Context: an optimization exercise on an open-source flow, tuned for small area and a short achievable clock period. The choices shown serve that exercise and are no tape-out recipe.
Function was checked by simulation only, so behaviour that the tests miss may differ from the original.
No activity file was given, so power comes from the tool's default toggle rates.

### config.mk
export PLATFORM = sky130hd
export DESIGN_NAME = frame_tx_top
export DESIGN_NICKNAME = frame_tx_top
export VERILOG_FILES = /design/flow/design.v
export SDC_FILE = /design/flow/constraint.sdc
export NUM_CORES = 4
export LEC_CHECK = 0
export CAP_MARGIN = 20
export CORE_MARGIN = 2
export CORE_UTILIZATION = 40
export SETUP_SLACK_MARGIN = 5
export SLEW_MARGIN = 20
### constraint.sdc
create_clock -name core_clock -period 10.0 [get_ports {clk}]
set_input_delay 2.0000 -clock core_clock [delete_from_list [all_inputs] [get_ports {clk}]]
set_output_delay 2.0000 -clock core_clock [all_outputs]
set_load 0.01 [all_outputs]
### design.v
`timescale 1ns/1ps
`default_nettype none
module frame_sequencer (
	input  logic        clk,
	input  logic        rst_n,
	input  logic        start,
	input  logic        data_out_rd,
	input  logic [10:0] ip_total,
	output logic        ctrl_load,
	output logic        ctrl_busy,
	output logic        ctrl_advance,
	output logic        ctrl_pop,
	output logic [12:0] hdr_sel,
	output logic        pay_phase,
	output logic        sop,
	output logic        eop,
	output logic        data_out_rdy,
	output logic [1:0]  be_out
);
	logic        state;
	logic [8:0]  word_idx;
	logic [10:0] next_last_sum;
	logic        next_is_last;
	logic        tail_only;
	logic        last_r;
	logic        pop_ok;
	assign ctrl_load    = !state && start;
	assign ctrl_busy    = state;
	assign ctrl_advance = state && data_out_rd;
	assign next_last_sum = ip_total + 11'd9;
	assign next_is_last  = (word_idx == next_last_sum[10:2]);
	assign tail_only = (ip_total[1] == ip_total[0]);
	assign ctrl_pop = ctrl_advance && pop_ok;
	always_ff @(posedge clk) begin
		if (ctrl_load) begin
			hdr_sel   <= 13'd1;
			pay_phase <= 1'b0;
			word_idx  <= '0;
		end else if (ctrl_advance) begin
			hdr_sel   <= {hdr_sel[11:0], 1'b0};
			pay_phase <= pay_phase | hdr_sel[12];
			word_idx  <= word_idx + 9'd1;
		end
	end
	always_ff @(posedge clk or negedge rst_n) begin
		if (!rst_n) begin
			state  <= 1'b0;
			last_r <= 1'b0;
			pop_ok <= 1'b0;
		end else if (ctrl_load) begin
			state  <= 1'b1;
			last_r <= 1'b0;
			pop_ok <= 1'b0;
		end else if (ctrl_advance) begin
			state  <= !last_r;
			last_r <= next_is_last;
			pop_ok <= (pay_phase | hdr_sel[12]) && !(next_is_last && tail_only);
		end
	end
	assign sop          = state && hdr_sel[0];
	assign eop          = last_r;
	assign be_out       = last_r ? {~ip_total[1], ip_total[0]} : 2'b00;
	assign data_out_rdy = state;
endmodule
`default_nettype wire
`timescale 1ns/1ps
`default_nettype none
module header_builder (
	input  logic        clk,
	input  logic        ctrl_load,
	input  logic        ctrl_advance,
	input  logic [12:0] hdr_sel,
	input  logic [47:0] mac_dst_addr,
	input  logic [47:0] mac_src_addr,
	input  logic [7:0]  ip_dsf,
	input  logic [15:0] ip_id,
	input  logic [2:0]  ip_flags,
	input  logic [12:0] ip_frag_offset,
	input  logic [7:0]  ip_ttl,
	input  logic [31:0] ip_src_addr,
	input  logic [31:0] ip_dst_addr,
	input  logic [15:0] tcp_src_port,
	input  logic [15:0] tcp_dst_port,
	input  logic [31:0] tcp_seq_num,
	input  logic [31:0] tcp_ack_num,
	input  logic [5:0]  tcp_flags,
	input  logic [15:0] tcp_window,
	input  logic [15:0] payload_len,
	input  logic [15:0] payload_sum,
	input  logic [15:0] carry,
	output logic [10:0] ip_total,
	output logic [15:0] hdr_hi,
	output logic [15:0] hdr_lo
);
	localparam logic [15:0] ETHERTYPE = 16'h0800;
	localparam logic [7:0]  IP_PROTO  = 8'd6;
	localparam logic [15:0] TCP_LEN_ADJ = 16'hFFFF - 16'(20 + 20)
		+ 16'(20) + 16'(8'd6);
	logic [47:0] mac_dst_r;
	logic [47:0] mac_src_r;
	logic [7:0]  ip_dsf_r;
	logic [15:0] ip_id_r;
	logic [2:0]  ip_flags_r;
	logic [12:0] ip_frag_r;
	logic [7:0]  ip_ttl_r;
	logic [31:0] ip_src_r;
	logic [31:0] ip_dst_r;
	logic [10:0] ip_total_r;
	logic [15:0] tcp_sport_r;
	logic [15:0] tcp_dport_r;
	logic [31:0] tcp_seq_r;
	logic [31:0] tcp_ack_r;
	logic [5:0]  tcp_flags_r;
	logic [15:0] tcp_window_r;
	logic [15:0] ip_acc;
	logic [15:0] tcp_acc;
	always_ff @(posedge clk) begin
		if (ctrl_load) begin
			mac_dst_r    <= mac_dst_addr;
			mac_src_r    <= mac_src_addr;
			ip_dsf_r     <= ip_dsf;
			ip_id_r      <= ip_id;
			ip_flags_r   <= ip_flags;
			ip_frag_r    <= ip_frag_offset;
			ip_ttl_r     <= ip_ttl;
			ip_src_r     <= ip_src_addr;
			ip_dst_r     <= ip_dst_addr;
			ip_total_r   <= 11'(payload_len + 16'(20 + 20));
			tcp_sport_r  <= tcp_src_port;
			tcp_dport_r  <= tcp_dst_port;
			tcp_seq_r    <= tcp_seq_num;
			tcp_ack_r    <= tcp_ack_num;
			tcp_flags_r  <= tcp_flags;
			tcp_window_r <= tcp_window;
		end
	end
	assign ip_total = ip_total_r;
	always_comb begin
		hdr_hi = ({16{hdr_sel[0]}}  & mac_dst_r[47:32])
		       | ({16{hdr_sel[1]}}  & mac_dst_r[15:0])
		       | ({16{hdr_sel[2]}}  & mac_src_r[31:16])
		       | ({16{hdr_sel[3]}}  & ETHERTYPE)
		       | ({16{hdr_sel[4]}}  & {5'd0, ip_total_r})
		       | ({16{hdr_sel[5]}}  & {ip_flags_r, ip_frag_r})
		       | ({16{hdr_sel[6]}}  & ~ip_acc)
		       | ({16{hdr_sel[7]}}  & ip_src_r[15:0])
		       | ({16{hdr_sel[8]}}  & ip_dst_r[15:0])
		       | ({16{hdr_sel[9]}}  & tcp_dport_r)
		       | ({16{hdr_sel[10]}} & tcp_seq_r[15:0])
		       | ({16{hdr_sel[11]}} & tcp_ack_r[15:0])
		       | ({16{hdr_sel[12]}} & tcp_window_r);
		hdr_lo = ({16{hdr_sel[0]}}  & mac_dst_r[31:16])
		       | ({16{hdr_sel[1]}}  & mac_src_r[47:32])
		       | ({16{hdr_sel[2]}}  & mac_src_r[15:0])
		       | ({16{hdr_sel[3]}}  & {8'h45, ip_dsf_r})
		       | ({16{hdr_sel[4]}}  & ip_id_r)
		       | ({16{hdr_sel[5]}}  & {ip_ttl_r, IP_PROTO})
		       | ({16{hdr_sel[6]}}  & ip_src_r[31:16])
		       | ({16{hdr_sel[7]}}  & ip_dst_r[31:16])
		       | ({16{hdr_sel[8]}}  & tcp_sport_r)
		       | ({16{hdr_sel[9]}}  & tcp_seq_r[31:16])
		       | ({16{hdr_sel[10]}} & tcp_ack_r[31:16])
		       | ({16{hdr_sel[11]}} & {4'd5, 6'd0, tcp_flags_r})
		       | ({16{hdr_sel[12]}} & ~tcp_acc);
	end
	function automatic logic [15:0] oc_add3(input logic [15:0] x, input logic [15:0] y,
	                                        input logic [15:0] z);
		logic [15:0] s, c, g, p, gg, pp, gn, pn, r;
		s = x ^ y ^ z;
		c = (x & y) | (x & z) | (y & z);
		c = {c[14:0], c[15]};
		g = s & c;
		p = s ^ c;
		gg = g;
		pp = p;
		for (int lv = 0; lv < 4; lv++) begin
			gn = gg;
			pn = pp;
			for (int i = 0; i < 16; i++) begin
				if (i >= (1 << lv)) begin
					gn[i] = gg[i] | (pp[i] & gg[i - (1 << lv)]);
					pn[i] = pp[i] & pp[i - (1 << lv)];
				end
			end
			gg = gn;
			pp = pn;
		end
		r[0] = p[0] ^ gg[15];
		for (int i = 1; i < 16; i++)
			r[i] = p[i] ^ (gg[i-1] | (pp[i-1] & gg[15]));
		oc_add3 = r;
	endfunction
	logic [15:0] ip_a, ip_b;
	logic [15:0] tcp_a, tcp_b;
	assign ip_a = ({16{hdr_sel[0]}} & ip_src_r[31:16])
	            | ({16{hdr_sel[1]}} & ip_dst_r[31:16])
	            | ({16{hdr_sel[4]}} & {5'd0, ip_total_r})
	            | ({16{hdr_sel[5]}} & {ip_flags_r, ip_frag_r});
	assign ip_b = ({16{hdr_sel[0]}} & ip_src_r[15:0])
	            | ({16{hdr_sel[1]}} & ip_dst_r[15:0])
	            | ({16{hdr_sel[3]}} & {8'h45, ip_dsf_r})
	            | ({16{hdr_sel[4]}} & ip_id_r)
	            | ({16{hdr_sel[5]}} & {ip_ttl_r, IP_PROTO});
	assign tcp_a = ({16{hdr_sel[0]}} & tcp_window_r)
	             | ({16{hdr_sel[4] | (|hdr_sel[11:7])}} & hdr_hi);
	assign tcp_b = ({16{hdr_sel[0]}} & carry)
	             | ({16{hdr_sel[4]}} & TCP_LEN_ADJ)
	             | ({16{|hdr_sel[11:6]}} & hdr_lo);
	always_ff @(posedge clk) begin
		if (ctrl_load) begin
			ip_acc  <= '0;
			tcp_acc <= payload_sum;
		end else if (ctrl_advance) begin
			ip_acc  <= oc_add3(ip_acc, ip_a, ip_b);
			tcp_acc <= oc_add3(tcp_acc, tcp_a, tcp_b);
		end
	end
endmodule
`default_nettype wire
`timescale 1ns/1ps
`default_nettype none
module payload_aligner (
	input  logic        clk,
	input  logic        ctrl_load,
	input  logic        ctrl_pop,
	input  logic        pay_phase,
	input  logic [15:0] tcp_urgent_ptr,
	input  logic [15:0] hdr_hi,
	input  logic [15:0] hdr_lo,
	input  logic [31:0] data_in,
	output logic [15:0] carry,
	output logic [31:0] data_out
);
	always_ff @(posedge clk) begin
		if (ctrl_load)
			carry <= tcp_urgent_ptr;
		else if (ctrl_pop)
			carry <= data_in[15:0];
	end
	assign data_out[31:16] = hdr_hi | (pay_phase ? carry : 16'h0000);
	assign data_out[15:0]  = hdr_lo | (pay_phase ? data_in[31:16] : 16'h0000);
endmodule
`default_nettype wire
`timescale 1ns/1ps
`default_nettype none
module frame_tx_top (
	input  logic        clk,
	input  logic        rst_n,
	input  logic        start,
	input  logic [47:0]   mac_dst_addr,
	input  logic [47:0]   mac_src_addr,
	input  logic [7:0]  ip_dsf,
	input  logic [15:0]       ip_id,
	input  logic [2:0]  ip_flags,
	input  logic [12:0] ip_frag_offset,
	input  logic [7:0]  ip_ttl,
	input  logic [31:0]    ip_src_addr,
	input  logic [31:0]    ip_dst_addr,
	input  logic [15:0]       tcp_src_port,
	input  logic [15:0]       tcp_dst_port,
	input  logic [31:0]    tcp_seq_num,
	input  logic [31:0]    tcp_ack_num,
	input  logic [5:0]  tcp_flags,
	input  logic [15:0]       tcp_window,
	input  logic [15:0]       tcp_urgent_ptr,
	input  logic [15:0]        payload_len,
	input  logic [15:0]       payload_sum,
	output logic [31:0]       data_out,
	output logic [1:0]         be_out,
	output logic        data_out_rdy,
	input  logic        data_out_rd,
	output logic        sop,
	output logic        eop,
	input  logic [31:0]       data_in,
	output logic        data_in_rd,
	output logic        busy
);
	logic        ctrl_load;
	logic        ctrl_advance;
	logic        ctrl_pop;
	logic [12:0] hdr_sel;
	logic        pay_phase;
	logic [10:0] ip_total;
	logic [15:0] hdr_hi;
	logic [15:0] hdr_lo;
	logic [15:0] carry;
	frame_sequencer u_seq (
		.clk          (clk),
		.rst_n        (rst_n),
		.start        (start),
		.data_out_rd  (data_out_rd),
		.ip_total     (ip_total),
		.ctrl_load    (ctrl_load),
		.ctrl_busy    (busy),
		.ctrl_advance (ctrl_advance),
		.ctrl_pop     (ctrl_pop),
		.hdr_sel      (hdr_sel),
		.pay_phase    (pay_phase),
		.sop          (sop),
		.eop          (eop),
		.data_out_rdy (data_out_rdy),
		.be_out       (be_out)
	);
	assign data_in_rd = ctrl_pop;
	header_builder u_hdr (
		.clk            (clk),
		.ctrl_load      (ctrl_load),
		.ctrl_advance   (ctrl_advance),
		.hdr_sel        (hdr_sel),
		.mac_dst_addr   (mac_dst_addr),
		.mac_src_addr   (mac_src_addr),
		.ip_dsf         (ip_dsf),
		.ip_id          (ip_id),
		.ip_flags       (ip_flags),
		.ip_frag_offset (ip_frag_offset),
		.ip_ttl         (ip_ttl),
		.ip_src_addr    (ip_src_addr),
		.ip_dst_addr    (ip_dst_addr),
		.tcp_src_port   (tcp_src_port),
		.tcp_dst_port   (tcp_dst_port),
		.tcp_seq_num    (tcp_seq_num),
		.tcp_ack_num    (tcp_ack_num),
		.tcp_flags      (tcp_flags),
		.tcp_window     (tcp_window),
		.payload_len    (payload_len),
		.payload_sum    (payload_sum),
		.carry          (carry),
		.ip_total       (ip_total),
		.hdr_hi         (hdr_hi),
		.hdr_lo         (hdr_lo)
	);
	payload_aligner u_align (
		.clk            (clk),
		.ctrl_load      (ctrl_load),
		.ctrl_pop       (ctrl_pop),
		.pay_phase      (pay_phase),
		.tcp_urgent_ptr (tcp_urgent_ptr),
		.hdr_hi         (hdr_hi),
		.hdr_lo         (hdr_lo),
		.data_in        (data_in),
		.carry          (carry),
		.data_out       (data_out)
	);
endmodule
`default_nettype wire
### flow/run.sh
#!/bin/bash
# Standard layout (standard.sh), with the port buffers made from the smallest
# buffer cell and larger clock-tree leaf clusters.
set -euo pipefail
export BUFFER_PORTS_ARGS="-buffer_cell sky130_fd_sc_hd__buf_1"
export CTS_ARGS="-sink_clustering_enable -repair_clock_nets -buf_list sky130_fd_sc_hd__clkbuf_16 -sink_clustering_size 25 -sink_clustering_max_diameter 100"
bash standard.sh > standard_flow.log 2>&1
### standard.sh
#!/bin/bash
# synth_recipe.tcl (not shown) runs the flow's synth.tcl, then flattens the netlist and writes it again
# the make line also repeats each setting of config.mk as NAME=value (left out here)
make -C /OpenROAD-flow-scripts/flow DESIGN_CONFIG=/design/flow/config.mk WORK_HOME=/design/flow/orfs CLKGATE_MAP_FILE= SYNTH_SCRIPT=/design/flow/synth_recipe.tcl "${@:-finish}"
==> summary.txt, run 1 <==
Status -> finished clean
RR Startpoint -> u_seq.hdr_sel[2]$_SDFFE_PP0P_
Syn_nets -> 1952
Final std cells w/o fill -> 2531
CTS buffer count -> 21
Number of synthesized flops with an enable pin -> 369
Critical Path RT -> 10.34 ns
Fin crit period -> 4.89 ns
Synth Flop Type -> edfxtp_1
TritonCTS clock tree -> done
Adder-Cell Fraction of Synth Area -> 0.0598
Worst Max-Slew Pin Slew -> 1.13 ns
Crit path capture type -> flip-flop
Hold Vio Cnt, Final -> 0
CTS clk-pin slew, worst paths -> 0.11 ns
Number of synthesis warnings -> 3
Layout cell share with drive strength beyond 1 -> 0.0787
Site Rows -> 79
GPL Wtd Cong -> 0.896
Synth Area in Simple Gates -> 0.0944
HP Start -> u_hdr.ip_acc[4]$_SDFFE_PP0P_
Dpl cells -> 2466
Area delta synth->final -> 19.7%
Core area -> 0.0464 mm^2
RSZ-0062 raised after global routing -> true
Register area share after synthesis -> 0.638
Mapped cell area -> 0.0187 mm^2
Final setup TNS -> 0 ns
Hold Crit Class -> flip-flop to flip-flop
Fmax -> 0.205 GHz
Worst rel slew slack -> 0.247
Most frequent cells in the layout -> buf_1 (443), edfxtp_1 (369), nand2_1 (234), a22oi_1 (78), o21ai_0 (70)
DR vias/cell -> 5.75
Synth Area in XOR/XNOR -> 0.0173
Die width -> 220 um
GRT Total Usage -> 0.273
IO Count -> 449
Pre-antenna DRT Iters -> 6
Largest family of logic cells by synthesized area -> compound AO/OA/AOI/OAI gates
Multiplexer area fraction after synthesis -> 0.000535
Largest net degree at the start of global routing -> 187
Most common cell after layout, fill and taps aside -> buf_1
Worst setup SP type -> flip-flop
Worst EP arrival -> 5.23 ns
Maximum vdd drop -> 0.000140 V
Die area -> 0.0485 mm^2
Worst setup path start -> u_seq.hdr_sel[2]$_SDFFE_PP0P_
Total Wirelength -> 67.7 mm
Post-DRT Antenna Nets -> 0
Crit-path max FO -> 29
Initial core utilization -> 0.403
Slew Viols, Final -> 0
# port buffers -> 443
Worst Skew -> 0.0222 ns
Die Y -> 220 um
# fillers -> 4262
Clock Tree Root -> clkbuf_16
Hold Slack -> 0.495 ns
Number of distinct library cells after synthesis -> 64
DP Wirelength -> 50.0 mm
PD cells -> 158 mW/mm^2
CTS Buffer Depth -> 3
Crit Path Category -> flip-flop to flip-flop
Gr ovfl total -> 0
Share of flip-flops with an asynchronous set or reset -> 0.00730
# H-tree levels -> 1
Flop and latch count out of synthesis -> 411
Leakage -> 7.75 nW
DRT iter0 DRCs -> 1552
Cell count after synthesis -> 1473
First-pass GRT wire length -> 94.2 mm
Syn Area/Cell -> 12.7 um^2
Setup Viol. Count Final -> 0
Vias in the first global route -> 14000
# DRC -> 0
Net count, final -> 2382
Max Cap Viol -> 0
Initial antenna violation count -> 9
TritonCTS Sinks -> 411
WL/cell -> 26.7 um
Clock Latency Late Sink -> 0.58 ns
Final period utilization -> 0.489
DR vias -> 14500
Compound-gate portion of the synthesized area -> 0.164
[critical path: stages, from the launching register on]
cell	delay, ns
dfxtp_2	0.43
buf_8	0.24
a22oi_2	0.28
nand4_1	0.30
a2111oi_4	0.48
nor2_1	0.09
a21oi_1	0.33
fa_1	0.47
inv_1	0.07
ha_1	0.27
a21oi_1	0.36
a211o_1	0.23
a31oi_2	0.14
o21ai_2	0.25
a21boi_4	0.12
a2111o_1	0.41
and3_1	0.15
[state kept, by name (all words and copies together), names as in the netlist, 3 cells and up]
register and flops:
u_hdr.ip_flags_r 3, u_hdr.mac_dst_r 48, u_hdr.tcp_seq_r 32, u_hdr.ip_id_r 16
u_align.carry 16, u_hdr.ip_total_r 11, u_hdr.tcp_flags_r 6, u_hdr.tcp_acc 16
u_seq.hdr_sel 13, u_hdr.ip_frag_r 13, u_hdr.mac_src_r 48, u_hdr.ip_ttl_r 8
u_hdr.tcp_window_r 16, u_hdr.ip_dsf_r 8, u_hdr.tcp_sport_r 16, u_hdr.tcp_dport_r 16
u_hdr.ip_dst_r 32, u_hdr.tcp_ack_r 32, u_hdr.ip_src_r 32, u_hdr.ip_acc 16
u_seq.word_idx 9
[per-layer routing]
metal / wire length (um) / part of all wire / up-vias / global-route usage
met5: 22 / 0.00032 / - / 0
met1: 27300 / 0.40 / 7225 / 0.360
met4: 3130 / 0.046 / 4 / 0.113
li1: - / - / 6537 / -
met3: 4890 / 0.072 / 110 / 0.0448
met2: 32300 / 0.48 / 668 / 0.450
[synth_stat cells (6+ instances only)]
| cell | count | area (um^2) |
|---|---|---|
| edfxtp_1 | 369 | 11100 |
| nand2_1 | 234 | 878 |
| a22oi_1 | 93 | 698 |
| o21ai_0 | 74 | 370 |
| clkbuf_1 | 65 | 244 |
| nor2_1 | 60 | 225 |
| a21oi_1 | 58 | 290 |
| a22o_1 | 41 | 359 |
| inv_1 | 41 | 154 |
| dfxtp_1 | 39 | 781 |
| ha_1 | 35 | 438 |
| fa_1 | 34 | 681 |
| a221oi_1 | 33 | 289 |
| and3_1 | 28 | 175 |
| nand4_1 | 26 | 163 |
| xnor2_1 | 22 | 193 |
| a2111oi_0 | 18 | 158 |
| buf_1 | 16 | 60.1 |
| a222oi_1 | 15 | 150 |
| nand3_1 | 15 | 75.1 |
| xor2_1 | 15 | 131 |
| a21o_1 | 14 | 105 |
| nor3_1 | 12 | 60.1 |
| a221o_1 | 11 | 110 |
| a211oi_1 | 9 | 67.6 |
| o31ai_1 | 9 | 67.6 |
| a31oi_1 | 8 | 50.1 |
| nand2b_1 | 6 | 37.5 |
| or3_1 | 6 | 37.5 |
[where the power goes]
part           switching (W)  internal [W]
sequential         0.0000729       0.00194
combinational       0.000340      0.000218
clock               0.000573      0.000396
[cell families after synthesis]
family / count (synthesis)
compound gates: 425
flops: 411
simple gates: 404
buf+inv: 126
fa+ha+maj: 69
xor+xnor: 37
mux: 1
[stage by stage]
stage                      util  setup slack (ns)  power, W  instance area (um^2)
after floorplan               -              5.22   0.00235                 18700
after CTS                 0.475              5.00   0.00355                 22000
after detailed placement  0.454              4.21   0.00259                 21100
after global placement    0.454              4.17   0.00258                 21100
final                     0.483              5.11   0.00354                 22400
after global routing      0.483              4.96   0.00369                 22400
[repair_timing]
item,CTS,global route
pin swaps,10,19
buffers inserted,7,14
resized for setup,62,51
setup endpoints to repair,33,16
hold buffers,0,0
[cell type report]
type / instances / area [um^2] / area share
well taps: 607 / 759 / 0.0339
diodes: 6 / 15.0 / 0.000671
multi-input cells: 936 / 6710 / 0.300
flip-flops and latches: 411 / 12000 / 0.534
clock buffers: 21 / 526 / 0.0235
inverters: 41 / 169 / 0.00754
repair buffers: 492 / 2150 / 0.0962
clock inverters: 17 / 101 / 0.00453
[final timing paths]
path	endpoint	slack [ns]	depth (start not counted)
worst max-delay path	u_hdr.tcp_acc[15]$_DFFE_PP_	5.11	16
worst min-delay path	u_hdr.ip_acc[4]$_SDFFE_PP0P_	0.50	2
worst max register to register	u_hdr.tcp_acc[15]$_DFFE_PP_	5.11	16
worst min register to register	u_hdr.ip_acc[4]$_SDFFE_PP0P_	0.50	2
max in group asynchronous	u_seq.pop_ok$_DFFE_PN0P_	8.61	1
min in group asynchronous	u_seq.last_r$_DFFE_PN0P_	1.23	1
==> inputs of run 2 (changes only) <==
--- a/config.mk
+++ b/config.mk
@@ -7,6 +7,6 @@
 export LEC_CHECK = 0
 export CAP_MARGIN = 20
 export CORE_MARGIN = 2
-export CORE_UTILIZATION = 40
+export CORE_UTILIZATION = 60
 export SETUP_SLACK_MARGIN = 5
 export SLEW_MARGIN = 20
==> run 2 against run 1 <==
Still clean on timing, DRC and antenna. First-iteration DRC count is 31% higher. Non-clock buffer count is 8 lower. Routed wire length is 10% lower. Clock power is 5.3% lower. Synthesized cell count stayed put. Sequential cell count stayed put. Cell count is 8.7% lower. Largest cell class unchanged.
==> summary.txt, run 2 <==
Status -> finished clean (unchanged)
Flop and latch count out of synthesis -> 411 (unchanged)
Die area -> 0.0326 mm^2 (was 0.0485 mm^2)
Worst EP arrival -> 5.21 ns (was 5.23 ns)
Gr ovfl total -> 0 (unchanged)
IO Count -> 449 (unchanged)
Slew Viols, Final -> 0 (unchanged)
Worst setup path start -> u_seq.hdr_sel[4]$_SDFFE_PP0P_ (was u_seq.hdr_sel[2]$_SDFFE_PP0P_)
Setup WS post-layout -> 5.11 ns (about the same)
DR vias/cell -> 6.48 (was 5.75)
Hold Crit Class -> flip-flop to flip-flop (unchanged)
Final period utilization -> 0.489 (about the same)
# port buffers -> 443 (unchanged)
Initial antenna violation count -> 3 (was 9)
Crit-path slowest cell -> a2111oi_4 (unchanged)
Number of synthesis warnings -> 3 (unchanged)
Setup Viol. Count Final -> 0 (unchanged)
Worst rel slew slack -> 0.279 (was 0.247)
DP Wirelength -> 43.3 mm (was 50.0 mm)
Total Wirelength -> 60.8 mm (was 67.7 mm)
GPL Wtd Cong -> 0.964 (was 0.896)
Die Y -> 181 um (was 220 um)
Worst path depth -> 15 (was 16)
CTS Buffer Depth -> 3 (unchanged)
Site Rows -> 64 (was 79)
Clock Tree Root -> clkbuf_16 (unchanged)
Count leader, synth -> edfxtp_1 (unchanged)
Dpl ws -> 4.13 ns (was 4.21 ns)
Die width -> 181 um (was 220 um)
DR vias -> 15000 (was 14500)
Commonest cells in the synthesized netlist -> edfxtp_1 (369), nand2_1 (234), a22oi_1 (93) (unchanged)
TritonCTS Sinks -> 411 (unchanged)
Crit path capture type -> flip-flop (unchanged)
First-pass GRT wire length -> 87.3 mm (was 94.2 mm)
Critical Path, Cell by Cell -> buf_8 > a22oi_2 > nand4_1 > a2111oi_4 > o21ai_1 > fa_1 > ha_1 > a21o_1 > nand2_1 > inv_1 > or3_1 > o21ai_2 > a21boi_4 > a2111o_1 > and3_1 (was buf_8 > a22oi_2 > nand4_1 > a2111oi_4 > nor2_1 > a21oi_1 > fa_1 > inv_1 > ha_1 > a21oi_1 > a211o_1 > a31oi_2 > o21ai_2 > a21boi_4 > a2111o_1 > and3_1)
# DRC -> 0 (unchanged)
Reg2Reg Depth -> 15 (was 16)
Synth top area cells -> edfxtp_1 (59%), nand2_1 (4.7%), dfxtp_1 (4.2%) (unchanged)
# H-tree levels -> 1 (unchanged)
Register area share after synthesis -> 0.638 (unchanged)
Area delta synth->final -> 17.4% (was 19.7%)
Post-DRT Antenna Nets -> 0 (unchanged)
Vias in the first global route -> 14300 (was 14000)
GRT Total Usage -> 0.362 (was 0.273)
Worst setup SP type -> flip-flop (unchanged)
Most common cell after layout, fill and taps aside -> buf_1 (unchanged)
Fmax -> 0.204 GHz (was 0.205 GHz)
CTS buffer count -> 20 (was 21)
Crit-path max FO -> 29 (unchanged)
HP Start -> u_hdr.ip_acc[4]$_SDFFE_PP0P_ (unchanged)
Crit path max-delay family -> compound AO/OA/AOI/OAI gates (unchanged)
Most frequent cells in the layout -> buf_1 (443), edfxtp_1 (369), nand2_1 (234), a22oi_1 (82), o21ai_0 (67) (was buf_1 (443), edfxtp_1 (369), nand2_1 (234), a22oi_1 (78), o21ai_0 (70))
Initial core utilization -> 0.610 (was 0.403)
Largest area contributor in the netlist -> edfxtp_1 (unchanged)
Cell count of the worst hold path -> 2 (unchanged)
TritonCTS clock tree -> done (unchanged)
Net count, final -> 2373 (was 2382)
Number of distinct library cells after synthesis -> 64 (unchanged)
Share of flip-flops with an asynchronous set or reset -> 0.00730 (unchanged)
CTS clk-pin slew, worst paths -> 0.10 ns (was 0.11 ns)
Final setup TNS -> 0 ns (unchanged)
PD cells -> 159 mW/mm^2 (was 158 mW/mm^2)
Pre-antenna DRT Iters -> 6 (unchanged)
RSZ-0062 raised after global routing -> false (was true)
Maximum vdd drop -> 0.000172 V (was 0.000140 V)
Hold Vio Cnt, Final -> 0 (unchanged)
Number of synthesized flops with an enable pin -> 369 (unchanged)
Max Cap Viol -> 0 (unchanged)
Crit path buffers/inverters -> 2 (unchanged)
WL/cell -> 26.3 um (was 26.7 um)
Top-area cell type share of the netlist area -> 0.592 (unchanged)
Layout cell share with drive strength beyond 1 -> 0.0655 (was 0.0787)
Crit Path Category -> flip-flop to flip-flop (unchanged)
Largest regs -> u_hdr.mac_dst_r (48), u_hdr.mac_src_r (48) (unchanged)
Worst Max-Slew Pin Slew -> 1.08 ns (was 1.13 ns)
Syn Area/Cell -> 12.7 um^2 (unchanged)
Cell count after synthesis -> 1473 (unchanged)
Mapped cell area -> 0.0187 mm^2 (unchanged)
Worst Skew -> 0.0261 ns (was 0.0222 ns)
Core area -> 0.0307 mm^2 (was 0.0464 mm^2)
Syn_nets -> 1952 (unchanged)
Crit-path max cell delay -> 0.49 ns (was 0.48 ns)
Leakage -> 7.69 nW (was 7.75 nW)
CTS Hold Buffers Added -> 0 (unchanged)
RR Startpoint -> u_seq.hdr_sel[4]$_SDFFE_PP0P_ (was u_seq.hdr_sel[2]$_SDFFE_PP0P_)
Largest net degree at the start of global routing -> 189 (was 187)
Fin crit period -> 4.89 ns (about the same)
Synth Flop Type -> edfxtp_1 (unchanged)
DRT iter0 DRCs -> 2033 (was 1552)
Critical Path RT -> 10.32 ns (was 10.34 ns)
Clock Latency Late Sink -> 0.56 ns (was 0.58 ns)
==> run 2: worst reg2reg max path: cells and delay by family (launching register included) <==
family          cells  cell delay, ns
compound gates      7            1.97
fa+ha+maj           2            0.86
buf+inv             2            0.28
flops               1            0.38
simple gates        4            1.15
==> run 2: final timing paths <==
| kind | endpoint | slack (ns) |
|---|---|---|
| min in group asynchronous | u_seq.state$_DFFE_PN0P_ | 1.24 |
| max | u_hdr.tcp_acc[15]$_DFFE_PP_ | 5.11 |
| min reg2reg | u_hdr.ip_acc[4]$_SDFFE_PP0P_ | 0.50 |
| max reg2reg | u_hdr.tcp_acc[15]$_DFFE_PP_ | 5.11 |
| min | u_hdr.ip_acc[4]$_SDFFE_PP0P_ | 0.50 |
| max in group asynchronous | u_seq.pop_ok$_DFFE_PN0P_ | 8.61 |
==> run 2: timing repair <==
item,in CTS,in global routing
setup buffers,7,8
gates resized for setup,59,40
endpoints found under the setup margin,25,13
pin swaps,14,14
endpoints found under the hold margin,0,0
==> run 2: stage by stage <==
stage               total power (W)  hold slack [ns]  instances  utilization  area (um^2)
global placement            0.00256            0.473       2253        0.677        20800
finish                      0.00348            0.498       2311        0.716        22000
detailed placement          0.00258            0.483       2253        0.677        20800
CTS                         0.00346            0.497       2296        0.707        21700
floorplan                   0.00235            0.458       1473            -        18700
global route                0.00361            0.510       2306        0.716        22000
==> run 2: power breakdown <==
group	internal, W	switching [W]
clock	0.000374	0.000544
sequential	0.00194	0.0000786
combinational	0.000218	0.000329
total	0.00253	0.000952
==> run 2: layer usage <==
metal | share of wire | track usage | vias to the layer above
met1 | 0.38 | 0.513 | 7250
li1 | - | - | 6516
met4 | 0.028 | 0.0961 | 0
met3 | 0.12 | 0.0689 | 109
met5 | 0 | 0 | -
met2 | 0.47 | 0.584 | 1089
==> run 2: logic make-up after synthesis <==
group,after synthesis,share of synthesized area
DFF,411,0.638
AOI/OAI and AO/OA,425,0.164
xor gates and xnor gates,37,0.0173
muxes,1,0.000535
adders and majority gates,69,0.0598
buffers and inverters,126,0.0257
and+or+nand+nor,404,0.0944
==> run 2: final cells by class <==
type	count	area (um^2)
Tap cell	396	495
Timing Repair Buffer	484	2100
Inverter	41	165
Clock inverter	16	85.1
Sequential cell	411	12000
Fill cell	2208	8710
Antenna cell	7	17.5
Multi-Input combinational cell	936	6640
Clock buffer	20	500
==> inputs of run 3 (changes only) <==
--- a/config.mk
+++ b/config.mk
@@ -7,6 +7,7 @@
 export LEC_CHECK = 0
 export CAP_MARGIN = 20
 export CORE_MARGIN = 2
-export CORE_UTILIZATION = 60
+export CORE_UTILIZATION = 50
+export PLACE_DENSITY = 0.7
 export SETUP_SLACK_MARGIN = 5
 export SLEW_MARGIN = 20
==> run 3 against run 2 <==
Cell area grew 0.48%. Non-clock buffer count grew 3. Routed wire length grew 4.0%. Sequential share of layout area shrank 0.28 points. Clock skew grew 0.0082 ns. Combinational power is essentially flat. Synthesized cell count is the same. Total power shrank 0.22%. Worst setup slack gained 0.034 ns. Worst hold slack lost 0.0023 ns. Cell count grew 3.0%. Sequential cell count is the same. Critical path type unchanged. Critical endpoint unchanged. Largest power group unchanged.
==> summary.txt, run 3 <==
Status -> finished clean (unchanged)
Crit-path slowest cell -> fa_1 (was a2111oi_4)
Initial antenna violation count -> 9 (was 3)
GRT Total Usage -> 0.319 (was 0.362)
Post-DRT Antenna Nets -> 0 (unchanged)
Crit path capture type -> flip-flop (unchanged)
Final period utilization -> 0.486 (was 0.489)
TritonCTS clock tree -> done (unchanged)
Sequential group share of total power -> 0.581 (was 0.579)
DP Wirelength -> 45.3 mm (was 43.3 mm)
Hold Slack -> 0.496 ns (was 0.498 ns)
RSZ-0062 raised after global routing -> false (unchanged)
Worst setup path start -> u_seq.hdr_sel[4]$_SDFFE_PP0P_ (unchanged)
GPL Wtd Cong -> 0.954 (was 0.964)
Top-area cell type share of the netlist area -> 0.592 (unchanged)
Synth top area cells -> edfxtp_1 (59%), nand2_1 (4.7%), dfxtp_1 (4.2%) (unchanged)
Die Y -> 197 um (was 181 um)
Critical Path RT -> 10.33 ns (was 10.32 ns)
Pre-antenna DRT Iters -> 6 (unchanged)
Number of distinct library cells after synthesis -> 64 (unchanged)
WL/cell -> 26.5 um (was 26.3 um)
Commonest cells in the synthesized netlist -> edfxtp_1 (369), nand2_1 (234), a22oi_1 (93) (unchanged)
Register area share after synthesis -> 0.638 (unchanged)
TritonCTS Sinks -> 411 (unchanged)
DR vias -> 14600 (was 15000)
Hold Vio Cnt, Final -> 0 (unchanged)
Setup WS post-layout -> 5.14 ns (was 5.11 ns)
Worst setup SP type -> flip-flop (unchanged)
Slew Viols, Final -> 0 (unchanged)
# DRC -> 0 (unchanged)
Area delta synth->final -> 18.0% (was 17.4%)
Layout Utilization -> 0.601 (was 0.716)
Largest net degree at the start of global routing -> 178 (was 189)
Most common cell after layout, fill and taps aside -> buf_1 (unchanged)
Vias in the first global route -> 14100 (was 14300)
Largest regs -> u_hdr.mac_dst_r (48), u_hdr.mac_src_r (48) (unchanged)
Crit-path max FO -> 42 (was 29)
Mapped cell area -> 0.0187 mm^2 (unchanged)
Max Cap Viol -> 0 (unchanged)
HP Start -> u_hdr.ip_acc[4]$_SDFFE_PP0P_ (unchanged)
Number of synthesis warnings -> 3 (unchanged)
Syn_nets -> 1952 (unchanged)
Core area -> 0.0367 mm^2 (was 0.0307 mm^2)
Site Rows -> 70 (was 64)
Worst Skew -> 0.0343 ns (was 0.0261 ns)
Critical Path, Cell by Cell -> buf_12 > a22oi_2 > nand4_1 > a2111oi_4 > o21ai_1 > fa_1 > ha_1 > a21o_1 > nand2_1 > inv_1 > or3_1 > o21ai_2 > a21boi_4 > a2111o_1 > and3_1 (was buf_8 > a22oi_2 > nand4_1 > a2111oi_4 > o21ai_1 > fa_1 > ha_1 > a21o_1 > nand2_1 > inv_1 > or3_1 > o21ai_2 > a21boi_4 > a2111o_1 > and3_1)
Combinational share of power -> 0.157 (about the same)
Layout cell share with drive strength beyond 1 -> 0.0704 (was 0.0655)
Worst EP arrival -> 5.19 ns (was 5.21 ns)
Clock Tree Root -> clkbuf_16 (unchanged)
Crit-path max cell delay -> 0.55 ns (was 0.49 ns)
# port buffers -> 443 (unchanged)
Gr ovfl total -> 0 (unchanged)
Worst rel slew slack -> 0.255 (was 0.279)
Net count, final -> 2376 (was 2373)
CTS clk-pin slew, worst paths -> 0.11 ns (was 0.10 ns)
Count leader, synth -> edfxtp_1 (unchanged)
CTS Hold Buffers Added -> 0 (unchanged)
Clock network fraction of total power -> 0.263 (about the same)
Maximum vdd drop -> 0.000115 V (was 0.000172 V)
Initial core utilization -> 0.510 (was 0.610)
Clock Latency Late Sink -> 0.56 ns (about the same)
Most frequent cells in the layout -> buf_1 (443), edfxtp_1 (369), nand2_1 (234), a22oi_1 (80), o21ai_0 (71) (was buf_1 (443), edfxtp_1 (369), nand2_1 (234), a22oi_1 (82), o21ai_0 (67))
# H-tree levels -> 1 (unchanged)
First-pass GRT wire length -> 89.4 mm (was 87.3 mm)
PD cells -> 157 mW/mm^2 (was 159 mW/mm^2)
Setup Viol. Count Final -> 0 (unchanged)
CTS buffer count -> 20 (unchanged)
Final setup TNS -> 0 ns (unchanged)
Die width -> 197 um (was 181 um)
Cell count after synthesis -> 1473 (unchanged)
Flop and latch count out of synthesis -> 411 (unchanged)
Dpl ws -> 4.31 ns (was 4.13 ns)
Largest area contributor in the netlist -> edfxtp_1 (unchanged)
RR Startpoint -> u_seq.hdr_sel[4]$_SDFFE_PP0P_ (unchanged)
Worst Max-Slew Pin Slew -> 1.12 ns (was 1.08 ns)
DR vias/cell -> 6.14 (was 6.48)
Fmax -> 0.206 GHz (was 0.204 GHz)
Fin crit period -> 4.86 ns (was 4.89 ns)
Total Wirelength -> 63.2 mm (was 60.8 mm)
IO Count -> 449 (unchanged)
Net Sw Frac -> 0.269 (was 0.273)
DRT iter0 DRCs -> 1622 (was 2033)
Syn Area/Cell -> 12.7 um^2 (unchanged)
Die area -> 0.0390 mm^2 (was 0.0326 mm^2)
CTS Buffer Depth -> 3 (unchanged)
Number of synthesized flops with an enable pin -> 369 (unchanged)
Leakage -> 7.69 nW (about the same)
Share of flip-flops with an asynchronous set or reset -> 0.00730 (unchanged)
Switching pwr -> 0.000934 W (was 0.000952 W)
Synth Flop Type -> edfxtp_1 (unchanged)
Crit Path Category -> flip-flop to flip-flop (unchanged)
Hold Crit Class -> flip-flop to flip-flop (unchanged)
Internal -> 0.00254 W (was 0.00253 W)
==> run 3: cell counts after synthesis <==
Identical to the previous run, type by type.
==> run 3: cell type report <==
| cell class | instances | area, um^2 |
|---|---|---|
| Antenna cell | 9 | 22.5 |
| Clock buffer | 21 | 526 |
| Clock inverter | 8 | 42.5 |
| Fill cell | 3038 | 14600 |
| Inverter | 41 | 169 |
| Multi-Input combinational cell | 936 | 6670 |
| Sequential cell | 411 | 12000 |
| Tap cell | 468 | 586 |
| Timing Repair Buffer | 487 | 2100 |
==> run 3: logic make-up after synthesis <==
family,after synthesis,synth area share
buffers and inverters,126,0.0257
flip-flops,411,0.638
AO/OA/AOI/OAI,425,0.164
adder cells (fa/ha/maj),69,0.0598
multiplexers,1,0.000535
AND/OR/NAND/NOR,404,0.0944
XOR/XNOR,37,0.0173
==> run 3: per-layer routing <==
| layer | part of all wire | global-route usage |
|---|---|---|
| met5 | 0.00043 | 0 |
| met4 | 0.048 | 0.137 |
| met3 | 0.083 | 0.0509 |
| met2 | 0.47 | 0.527 |
| met1 | 0.40 | 0.422 |
==> run 3: worst paths after layout <==
check                                               endpoint  slack, ns  cells past startpoint
worst min register to register  u_hdr.ip_acc[4]$_SDFFE_PP0P_       0.50                      2
worst min-delay path            u_hdr.ip_acc[4]$_SDFFE_PP0P_       0.50                      2
worst max-delay path             u_hdr.tcp_acc[15]$_DFFE_PP_       5.14                     15
min in group asynchronous           u_seq.pop_ok$_DFFE_PN0P_       1.24                      1
max in group asynchronous           u_seq.last_r$_DFFE_PN0P_       8.59                      1
worst max register to register   u_hdr.tcp_acc[15]$_DFFE_PP_       5.14                     15
==> run 3: through the flow <==
stage / power (W) / cell area, um^2 / instances
final: 0.00348 / 22100 / 2381
after global routing: 0.00361 / 22100 / 2378
after CTS: 0.00348 / 21600 / 2358
after detailed placement: 0.00258 / 20900 / 2325
after global placement: 0.00257 / 20900 / 2325
after floorplan: 0.00235 / 18700 / 1473
==> run 3: power groups by stage <==
stage	combinational (W)	sequential, W	clock (W)
floorplan	0.000330	0.00202	0
global placement	0.000517	0.00205	0
detailed placement	0.000524	0.00205	0
CTS	0.000534	0.00202	0.000925
global route	0.000609	0.00203	0.000978
finish	0.000544	0.00202	0.000913
==> run 3: worst max-delay path, delay by kind of cell, from the launching register on <==
kind                       cells  cell delay, ns
AOI/OAI and AO/OA              7            1.95
and+or+nand+nor                4            1.11
adders and majority gates      2            0.93
DFF                            1            0.35
buffers and inverters          2            0.28
==> run 3: repair_timing <==
action,in CTS,in global routing
buffers inserted,4,14
setup endpoints to repair,29,14
resized for setup,42,54
hold endpoints to repair,0,0
pin swaps,6,17
==> inputs of run 4 (changes only) <==
--- a/flow/run.sh
+++ b/flow/run.sh
@@ -3,5 +3,6 @@
 # buffer cell and larger clock-tree leaf clusters.
 set -euo pipefail
 export BUFFER_PORTS_ARGS="-buffer_cell sky130_fd_sc_hd__buf_1"
+export SETUP_SLACK_MARGIN=5.45
 export CTS_ARGS="-sink_clustering_enable -repair_clock_nets -buf_list sky130_fd_sc_hd__clkbuf_16 -sink_clustering_size 25 -sink_clustering_max_diameter 100"
 bash standard.sh > standard_flow.log 2>&1
--- a/config.mk
+++ b/config.mk
@@ -7,7 +7,5 @@
 export LEC_CHECK = 0
 export CAP_MARGIN = 20
 export CORE_MARGIN = 2
-export CORE_UTILIZATION = 50
-export PLACE_DENSITY = 0.7
-export SETUP_SLACK_MARGIN = 5
+export CORE_UTILIZATION = 40
 export SLEW_MARGIN = 20
==> run 4 against run 3 <==
Still clean on timing, DRC and antenna. Clock skew hardly changed. Sequential power hardly changed. Total power is 4.1% higher. Count of clock-buffer cells in the layout did not move. Non-clock buffer count is 66 higher. Register-to-register slack improved by 0.12 ns. Worst hold slack improved by 0.0043 ns. Cell area is 8.2% higher. Critical path depth down 7. Critical path type is now flip-flop to output pin. Highest routed layer unchanged.
==> summary.txt, run 4 <==
Register area share after synthesis -> 0.638 (unchanged)
GPL Wtd Cong -> 0.905 (was 0.954)
Net count, final -> 2443 (was 2376)
DR vias/cell -> 5.86 (was 6.14)
Number of synthesized flops with an enable pin -> 369 (unchanged)
Largest regs -> u_hdr.mac_dst_r (48), u_hdr.mac_src_r (48) (unchanged)
TritonCTS Sinks -> 411 (unchanged)
Largest area contributor in the netlist -> edfxtp_1 (unchanged)
Cell count after synthesis -> 1473 (unchanged)
Syn_nets -> 1952 (unchanged)
Worst Max-Slew Pin Slew -> 0.950 ns (was 1.12 ns)
Final setup TNS -> 0 ns (unchanged)
Worst rel slew slack -> 0.366 (was 0.255)
CTS clk-pin slew, worst paths -> 0.09 ns (was 0.11 ns)
Hold path endpoint -> u_hdr.ip_acc[4]$_SDFFE_PP0P_ (unchanged)
Worst EP arrival -> 2.81 ns (was 5.19 ns)
CTS Buffer Depth -> 3 (unchanged)
Setup Viol. Count Final -> 0 (unchanged)
Initial antenna violation count -> 7 (was 9)
Die Y -> 220 um (was 197 um)
# H-tree levels -> 1 (unchanged)
Gr ovfl total -> 0 (unchanged)
Dpl ws -> 4.24 ns (was 4.31 ns)
Crit-path slowest cell -> a2111oi_4 (was fa_1)
WL/cell -> 28.0 um (was 26.5 um)
Max Cap Viol -> 0 (unchanged)
Pre-antenna DRT Iters -> 7 (was 6)
Share of flip-flops with an asynchronous set or reset -> 0.00730 (unchanged)
DP Area -> 0.0210 mm^2 (was 0.0209 mm^2)
Worst setup path start -> u_seq.hdr_sel[4]$_SDFFE_PP0P_ (unchanged)
Reg2reg end -> u_hdr.tcp_acc[15]$_DFFE_PP_ (unchanged)
Cell area after layout -> 0.0239 mm^2 (was 0.0221 mm^2)
DP Wirelength -> 49.2 mm (was 45.3 mm)
Slew Viols, Final -> 0 (unchanged)
CTS buffer count -> 21 (was 20)
Commonest cells in the synthesized netlist -> edfxtp_1 (369), nand2_1 (234), a22oi_1 (93) (unchanged)
Crit path top cell by count -> buf_6
Post-DRT Antenna Nets -> 0 (unchanged)
Most frequent cells in the layout -> buf_1 (433), edfxtp_1 (369), nand2_1 (227), a22oi_1 (70), buf_4 (69) (was buf_1 (443), edfxtp_1 (369), nand2_1 (234), a22oi_1 (80), o21ai_0 (71))
Crit-path max FO -> 7 (was 42)
Maximum vdd drop -> 0.000139 V (was 0.000115 V)
IO Count -> 449 (unchanged)
Core area -> 0.0464 mm^2 (was 0.0367 mm^2)
Vias in the first global route -> 14200 (was 14100)
Crit path capture type -> output pin (was flip-flop)
Synth top area cells -> edfxtp_1 (59%), nand2_1 (4.7%), dfxtp_1 (4.2%) (unchanged)
Crit-path max cell delay -> 0.48 ns (was 0.55 ns)
Layout cell share with drive strength beyond 1 -> 0.147 (was 0.0704)
Worst Skew -> 0.0343 ns (about the same)
Area delta synth->final -> 27.7% (was 18.0%)
Hold Vio Cnt, Final -> 0 (unchanged)
Cell count of the worst hold path -> 2 (unchanged)
Reg2reg setup slack -> 5.26 ns (was 5.14 ns)
Die width -> 220 um (was 197 um)
Reg2Reg Depth -> 16 (was 15)
Number of synthesis warnings -> 3 (unchanged)
Critical Path RT -> 8.00 ns (was 10.33 ns)
Fin crit period -> 4.81 ns (was 4.86 ns)
Mapped cell area -> 0.0187 mm^2 (unchanged)
Initial core utilization -> 0.403 (was 0.510)
Flop and latch count out of synthesis -> 411 (unchanged)
Dpl cells -> 2464 (was 2325)
Leakage -> 8.34 nW (was 7.69 nW)
CTS Hold Buffers Added -> 0 (unchanged)
Die area -> 0.0485 mm^2 (was 0.0390 mm^2)
Clock Tree Root -> clkbuf_16 (unchanged)
Worst setup SP type -> flip-flop (unchanged)
HP Start -> u_hdr.ip_acc[4]$_SDFFE_PP0P_ (unchanged)
RR Startpoint -> u_seq.hdr_sel[4]$_SDFFE_PP0P_ (unchanged)
Most common cell after layout, fill and taps aside -> buf_1 (unchanged)
Clock Latency Late Sink -> 0.59 ns (was 0.56 ns)
Syn Area/Cell -> 12.7 um^2 (unchanged)
Number of distinct library cells after synthesis -> 64 (unchanged)
Final period utilization -> 0.481 (was 0.486)
Fmax -> 0.208 GHz (was 0.206 GHz)
Crit path buffers/inverters -> 4 (was 2)
Crit path max-delay family -> compound AO/OA/AOI/OAI gates (unchanged)
Status -> finished clean (unchanged)
# port buffers -> 443 (unchanged)
Critical Path, Cell by Cell -> buf_12 > a22oi_2 > nand4_1 > a2111oi_4 > buf_4 > buf_6 > nand2_4 > buf_6 (was buf_12 > a22oi_2 > nand4_1 > a2111oi_4 > o21ai_1 > fa_1 > ha_1 > a21o_1 > nand2_1 > inv_1 > or3_1 > o21ai_2 > a21boi_4 > a2111o_1 > and3_1)
DR vias -> 15200 (was 14600)
DRT iter0 DRCs -> 1778 (was 1622)
# DRC -> 0 (unchanged)
Crit Path Category -> flip-flop to output pin (was flip-flop to flip-flop)
Hold Crit Class -> flip-flop to flip-flop (unchanged)
Total Wirelength -> 72.5 mm (was 63.2 mm)
Top-area cell type share of the netlist area -> 0.592 (unchanged)
Largest net degree at the start of global routing -> 203 (was 178)
Count leader, synth -> edfxtp_1 (unchanged)
TritonCTS clock tree -> done (unchanged)
First-pass GRT wire length -> 98.8 mm (was 89.4 mm)
Final std cells w/o fill -> 2592 (was 2381)
Site Rows -> 79 (was 70)
RSZ-0062 raised after global routing -> true (was false)
Setup WS post-layout -> 5.19 ns (was 5.14 ns)
PD cells -> 152 mW/mm^2 (was 157 mW/mm^2)
Synth Flop Type -> edfxtp_1 (unchanged)
GRT Total Usage -> 0.288 (was 0.319)
## run 4: cell type report
| type | count | area (um^2) |
|---|---|---|
| well taps | 607 | 759 |
| repair buffers | 553 | 2990 |
| multi-input cells | 936 | 7360 |
| diodes | 6 | 15.0 |
| fillers | 4066 | 22500 |
| clock inverters | 17 | 97.6 |
| inverters | 41 | 169 |
| flip-flops and latches | 411 | 12000 |
| clock buffers | 21 | 526 |
## run 4: tightest hold or removal path, delay by kind of cell (launching register included)
family,cells,cell delay [ns]
flops,1,0.34
compound gates,1,0.05
simple gates,1,0.06
## run 4: cells by family after synthesis
group / share of synthesized area
AOI/OAI and AO/OA: 0.164
xor gates and xnor gates: 0.0173
adders and majority gates: 0.0598
buffers and inverters: 0.0257
DFF: 0.638
muxes: 0.000535
and+or+nand+nor: 0.0944
## run 4: worst max path at each step
stage | slack [ns] | end | depth (start not counted)
2_1_floorplan | 5.61 | u_hdr.tcp_acc[15]$_DFFE_PP_ | 17
3_3_place_gp | 4.19 | u_hdr.tcp_acc[15]$_DFFE_PP_ | 17
3_5_place_dp | 4.24 | u_hdr.tcp_acc[15]$_DFFE_PP_ | 17
4_1_cts | 5.35 | data_out[17] | 7
5_1_grt | 5.20 | data_out[17] | 7
6_report | 5.19 | data_out[17] | 8
## run 4: timing repair
action	in CTS	in global routing
pin swaps	38	63
gates resized for setup	153	117
setup endpoints to repair	65	37
cloned	7	2
buffers inserted	35	39
## run 4: power breakdown
group	leakage [nW]	internal, W	switching, W
clock	0.342	0.000397	0.000583
combinational	4.30	0.000255	0.000368
sequential	3.69	0.00194	0.0000760
total	8.34	0.00259	0.00103
## run 4: routing by layer
metal	vias to the layer above	part of all wire	wire length (um)	track usage
met3	106	0.078	5660	0.0356
met1	7608	0.40	29300	0.391
met5	-	0.00018	13	0
met2	798	0.49	35200	0.487
met4	2	0.032	2290	0.0830
li1	6665	-	-	-
## run 4: stage by stage
step,utilization,total power (W),hold WS (ns)
CTS,0.495,0.00358,0.495
floorplan,-,0.00235,0.458
global route,0.515,0.00375,0.527
global placement,0.454,0.00258,0.471
detailed placement,0.454,0.00259,0.480
finish,0.515,0.00362,0.500
==> inputs of run 5 (changes only) <==
==> flow/run.sh (replaced) <==
#!/bin/bash
# Standard layout (standard.sh), with the port buffers made from the smallest
# buffer cell and larger clock-tree leaf clusters.
set -euo pipefail
export BUFFER_PORTS_ARGS="-buffer_cell sky130_fd_sc_hd__buf_1"
export CTS_ARGS="-sink_clustering_enable -repair_clock_nets -buf_list sky130_fd_sc_hd__clkbuf_8 -sink_clustering_size 14 -sink_clustering_max_diameter 60"
bash standard.sh > standard_flow.log 2>&1
--- a/config.mk
+++ b/config.mk
@@ -8,4 +8,5 @@
 export CAP_MARGIN = 20
 export CORE_MARGIN = 2
 export CORE_UTILIZATION = 40
+export SETUP_SLACK_MARGIN = 5
 export SLEW_MARGIN = 20
==> run 5 against run 4 <==
Total power rose by 1.4%. Critical path type is now flip-flop to flip-flop. Cell area fell by 6.0%. Largest power group unchanged. Die area did not move. Non-clock buffer count fell by 72. Count of clock-buffer cells in the layout rose by 25. Combinational power fell by 11%.
==> summary.txt, run 5 <==
Synth top area cells -> edfxtp_1 (59%), nand2_1 (4.7%), dfxtp_1 (4.2%) (unchanged)
Synth Area in XOR/XNOR -> 0.0173 (unchanged)
Syn Area/Cell -> 12.7 um^2 (unchanged)
Setup WS post-layout -> 5.10 ns (was 5.19 ns)
Worst setup SP type -> flip-flop (unchanged)
Commonest cells in the synthesized netlist -> edfxtp_1 (369), nand2_1 (234), a22oi_1 (93) (unchanged)
Die area -> 0.0485 mm^2 (unchanged)
Worst rel slew slack -> 0.205 (was 0.366)
Top-area cell type share of the netlist area -> 0.592 (unchanged)
Worst Max-Slew Pin Slew -> 1.19 ns (was 0.950 ns)
Hold Crit Class -> flip-flop to flip-flop (unchanged)
Flop and latch count out of synthesis -> 411 (unchanged)
Fmax -> 0.204 GHz (was 0.208 GHz)
Crit-path max FO -> 42 (was 7)
TritonCTS Sinks -> 411 (unchanged)
Status -> finished clean (unchanged)
Leakage -> 7.82 nW (was 8.34 nW)
Cell count after synthesis -> 1473 (unchanged)
Crit Path Category -> flip-flop to flip-flop (was flip-flop to output pin)
GRT Total Usage -> 0.278 (was 0.288)
DP Area -> 0.0211 mm^2 (was 0.0210 mm^2)
Net count, final -> 2391 (was 2443)
Compound-gate portion of the synthesized area -> 0.164 (unchanged)
# port buffers -> 443 (unchanged)
Final setup TNS -> 0 ns (unchanged)
Maximum vdd drop -> 0.000120 V (was 0.000139 V)
GPL Wtd Cong -> 0.896 (was 0.905)
Largest area contributor in the netlist -> edfxtp_1 (unchanged)
Number of synthesized flops with an enable pin -> 369 (unchanged)
Die Y -> 220 um (unchanged)
Reg2reg end -> u_hdr.tcp_acc[15]$_DFFE_PP_ (unchanged)
Slew Viols, Final -> 0 (unchanged)
Fin crit period -> 4.90 ns (was 4.81 ns)
Syn_nets -> 1952 (unchanged)
Pre-antenna DRT Iters -> 8 (was 7)
# H-tree levels -> 2 (was 1)
Final period utilization -> 0.490 (was 0.481)
Layout cell share with drive strength beyond 1 -> 0.0871 (was 0.147)
Max Cap Viol -> 0 (unchanged)
Register area share after synthesis -> 0.638 (unchanged)
Largest regs -> u_hdr.mac_dst_r (48), u_hdr.mac_src_r (48) (unchanged)
# fillers -> 4251 (was 4066)
Crit path capture type -> flip-flop (was output pin)
Total Wirelength -> 68.3 mm (was 72.5 mm)
Synth Flop Type -> edfxtp_1 (unchanged)
Clock Latency Late Sink -> 0.65 ns (was 0.59 ns)
Site Rows -> 79 (unchanged)
Count leader, synth -> edfxtp_1 (unchanged)
CTS buffer count -> 41 (was 21)
Tot Pwr -> 0.00367 W (was 0.00362 W)
Vias in the first global route -> 14100 (was 14200)
Reg2reg setup slack -> 5.10 ns (was 5.26 ns)
Most frequent cells in the layout -> buf_1 (443), edfxtp_1 (369), nand2_1 (234), a22oi_1 (80), o21ai_0 (70) (was buf_1 (433), edfxtp_1 (369), nand2_1 (227), a22oi_1 (70), buf_4 (69))
PD cells -> 163 mW/mm^2 (was 152 mW/mm^2)
RR Startpoint -> u_seq.hdr_sel[1]$_SDFFE_PP0P_ (was u_seq.hdr_sel[4]$_SDFFE_PP0P_)
IO Count -> 449 (unchanged)
Gr ovfl total -> 0 (unchanged)
CTS clk-pin slew, worst paths -> 0.09 ns (about the same)
Largest family of logic cells by synthesized area -> compound AO/OA/AOI/OAI gates (unchanged)
Synth Area in Simple Gates -> 0.0944 (unchanged)
Setup Viol. Count Final -> 0 (unchanged)
First-pass GRT wire length -> 95.1 mm (was 98.8 mm)
Post-DRT Antenna Nets -> 0 (unchanged)
Core area -> 0.0464 mm^2 (unchanged)
Reg2Reg Depth -> 17 (was 16)
Adder-Cell Fraction of Synth Area -> 0.0598 (unchanged)
Worst Skew -> 0.0437 ns (was 0.0343 ns)
Critical Path End -> u_hdr.tcp_acc[15]$_DFFE_PP_ (was data_out[17])
DRT iter0 DRCs -> 1466 (was 1778)
RSZ-0062 raised after global routing -> true (unchanged)
Number of synthesis warnings -> 3 (unchanged)
DR vias/cell -> 5.73 (was 5.86)
# DRC -> 0 (unchanged)
Initial antenna violation count -> 10 (was 7)
Initial core utilization -> 0.403 (unchanged)
Hold Vio Cnt, Final -> 0 (unchanged)
WL/cell -> 26.7 um (was 28.0 um)
Dpl ws -> 4.21 ns (was 4.24 ns)
Area delta synth->final -> 20.0% (was 27.7%)
Cell area after layout -> 0.0225 mm^2 (was 0.0239 mm^2)
Worst setup path start -> u_seq.hdr_sel[1]$_SDFFE_PP0P_ (was u_seq.hdr_sel[4]$_SDFFE_PP0P_)
Largest net degree at the start of global routing -> 187 (was 203)
Multiplexer area fraction after synthesis -> 0.000535 (unchanged)
CTS Buffer Depth -> 3 (unchanged)
Hold Slack -> 0.495 ns (was 0.500 ns)
Share of flip-flops with an asynchronous set or reset -> 0.00730 (unchanged)
CTS Hold Buffers Added -> 0 (unchanged)
Mapped cell area -> 0.0187 mm^2 (unchanged)
DP Wirelength -> 50.0 mm (was 49.2 mm)
Worst EP arrival -> 5.31 ns (was 2.81 ns)
Number of distinct library cells after synthesis -> 64 (unchanged)
DR vias -> 14600 (was 15200)
Die width -> 220 um (unchanged)
Most common cell after layout, fill and taps aside -> buf_1 (unchanged)
Critical Path RT -> 10.41 ns (was 8.00 ns)
Clock Tree Root -> clkbuf_8 (was clkbuf_16)
TritonCTS clock tree -> done (unchanged)
## run 5: cell counts after synthesis
Identical to the previous run, type by type.
## run 5: metrics by stage
stage | utilization | cells
4_1_cts | 0.479 | 2543
2_1_floorplan | - | 1473
3_5_place_dp | 0.454 | 2466
5_1_grt | 0.484 | 2554
6_report | 0.484 | 2555
3_3_place_gp | 0.454 | 2466
## run 5: layer usage
layer  part of all wire  track usage  vias to the layer above
li1                   -            -                     6565
met1               0.40        0.361                     7253
met2               0.47        0.448                      683
met3              0.074       0.0522                      129
met4              0.050        0.134                        4
met5            0.00050            0                        -
## run 5: how the worst min path moves through the flow
stage / slack [ns] / depth (start not counted) / from / to
2_1_floorplan: 0.46 / 2 / u_hdr.ip_acc[3]$_SDFFE_PP0P_ / u_hdr.ip_acc[3]$_SDFFE_PP0P_
3_3_place_gp: 0.48 / 2 / u_seq.pay_phase$_SDFFE_PP0P_ / u_seq.pay_phase$_SDFFE_PP0P_
3_5_place_dp: 0.48 / 2 / u_seq.pay_phase$_SDFFE_PP0P_ / u_seq.pay_phase$_SDFFE_PP0P_
4_1_cts: 0.50 / 2 / u_hdr.ip_acc[4]$_SDFFE_PP0P_ / u_hdr.ip_acc[4]$_SDFFE_PP0P_
5_1_grt: 0.54 / 2 / u_hdr.ip_acc[4]$_SDFFE_PP0P_ / u_hdr.ip_acc[4]$_SDFFE_PP0P_
6_report: 0.50 / 2 / u_hdr.ip_acc[4]$_SDFFE_PP0P_ / u_hdr.ip_acc[4]$_SDFFE_PP0P_
## run 5: cell type report
class	instances	area [um^2]	area share
well taps	607	759	0.0338
inverters	41	169	0.00752
clock buffers	46	633	0.0282
flip-flops and latches	411	12000	0.533
repair buffers	481	2040	0.0910
clock inverters	26	183	0.00814
multi-input cells	936	6690	0.298
diodes	7	17.5	0.000780
## run 5: power by group
part / switching (W) / total (W) / internal, W
clock network: 0.000633 / 0.00110 / 0.000464
logic: 0.000339 / 0.000556 / 0.000217
registers: 0.0000754 / 0.00202 / 0.00194
total: 0.00105 / 0.00367 / 0.00262
## run 5: worst max-delay path: stages, from the launching register on
cell and delay (ns):
dfxtp_2 0.35, buf_12 0.24, buf_8 0.29, nand2_1 0.16
o21ai_1 0.28, a221oi_1 0.08, and3_1 0.35, o21ai_1 0.23
fa_1 0.45, ha_1 0.36, a21oi_1 0.28, o21ai_0 0.16
a41oi_2 0.29, a31oi_2 0.17, o21ai_2 0.24, a21boi_4 0.12
a2111o_1 0.41, and3_1 0.15
## run 5: cells by family after synthesis
family	after synthesis
compound gates	425
flops	411
simple gates	404
buf+inv	126
fa+ha+maj	69
xor+xnor	37
mux	1
## run 5: repair_timing
| item | CTS | global route |
|---|---|---|
| hold endpoints to repair | 0 | 0 |
| pin swaps | 8 | 14 |
| resized for setup | 59 | 45 |
| setup endpoints to repair | 34 | 20 |
| buffers inserted | 5 | 5 |

[static timing again, ports no longer ideal]
The results above use ideal ports. As a check the final layouts listed here were re-extracted and re-timed, cells and wires unchanged. Step 1 assumes that a clkbuf_16 drives the clock port and a buf_2 every other input. Step 2 times the ports against the registers' clock, not the clock port: input delays grow and output delays shrink by t, the midpoint of the rising clock arrivals with the driver on. a / b / c = ideal / step 1 / step 2; a / b = the first two.
run | t, ns | slack for setup (ns) | slew at the worst register clock pin (ns)
run 1 | 0.621 | 5.112 / 5.112 / 4.893 | 0.11 / 0.11
run 2 | 0.609 | 5.107 / 5.107 / 5.107 | 0.11 / 0.11
run 3 | 0.599 | 5.141 / 5.141 / 5.141 | 0.11 / 0.11
run 4 | 0.629 | 5.195 / 5.135 / 5.250 | 0.12 / 0.12
run 5 | 0.683 | 5.096 / 5.087 / 4.893 | 0.10 / 0.10
After both steps setup and hold are still met in every run listed. The setup slack of run 1, which loses most, moves by 0.000 ns with the drivers and by -0.219 ns with both steps.
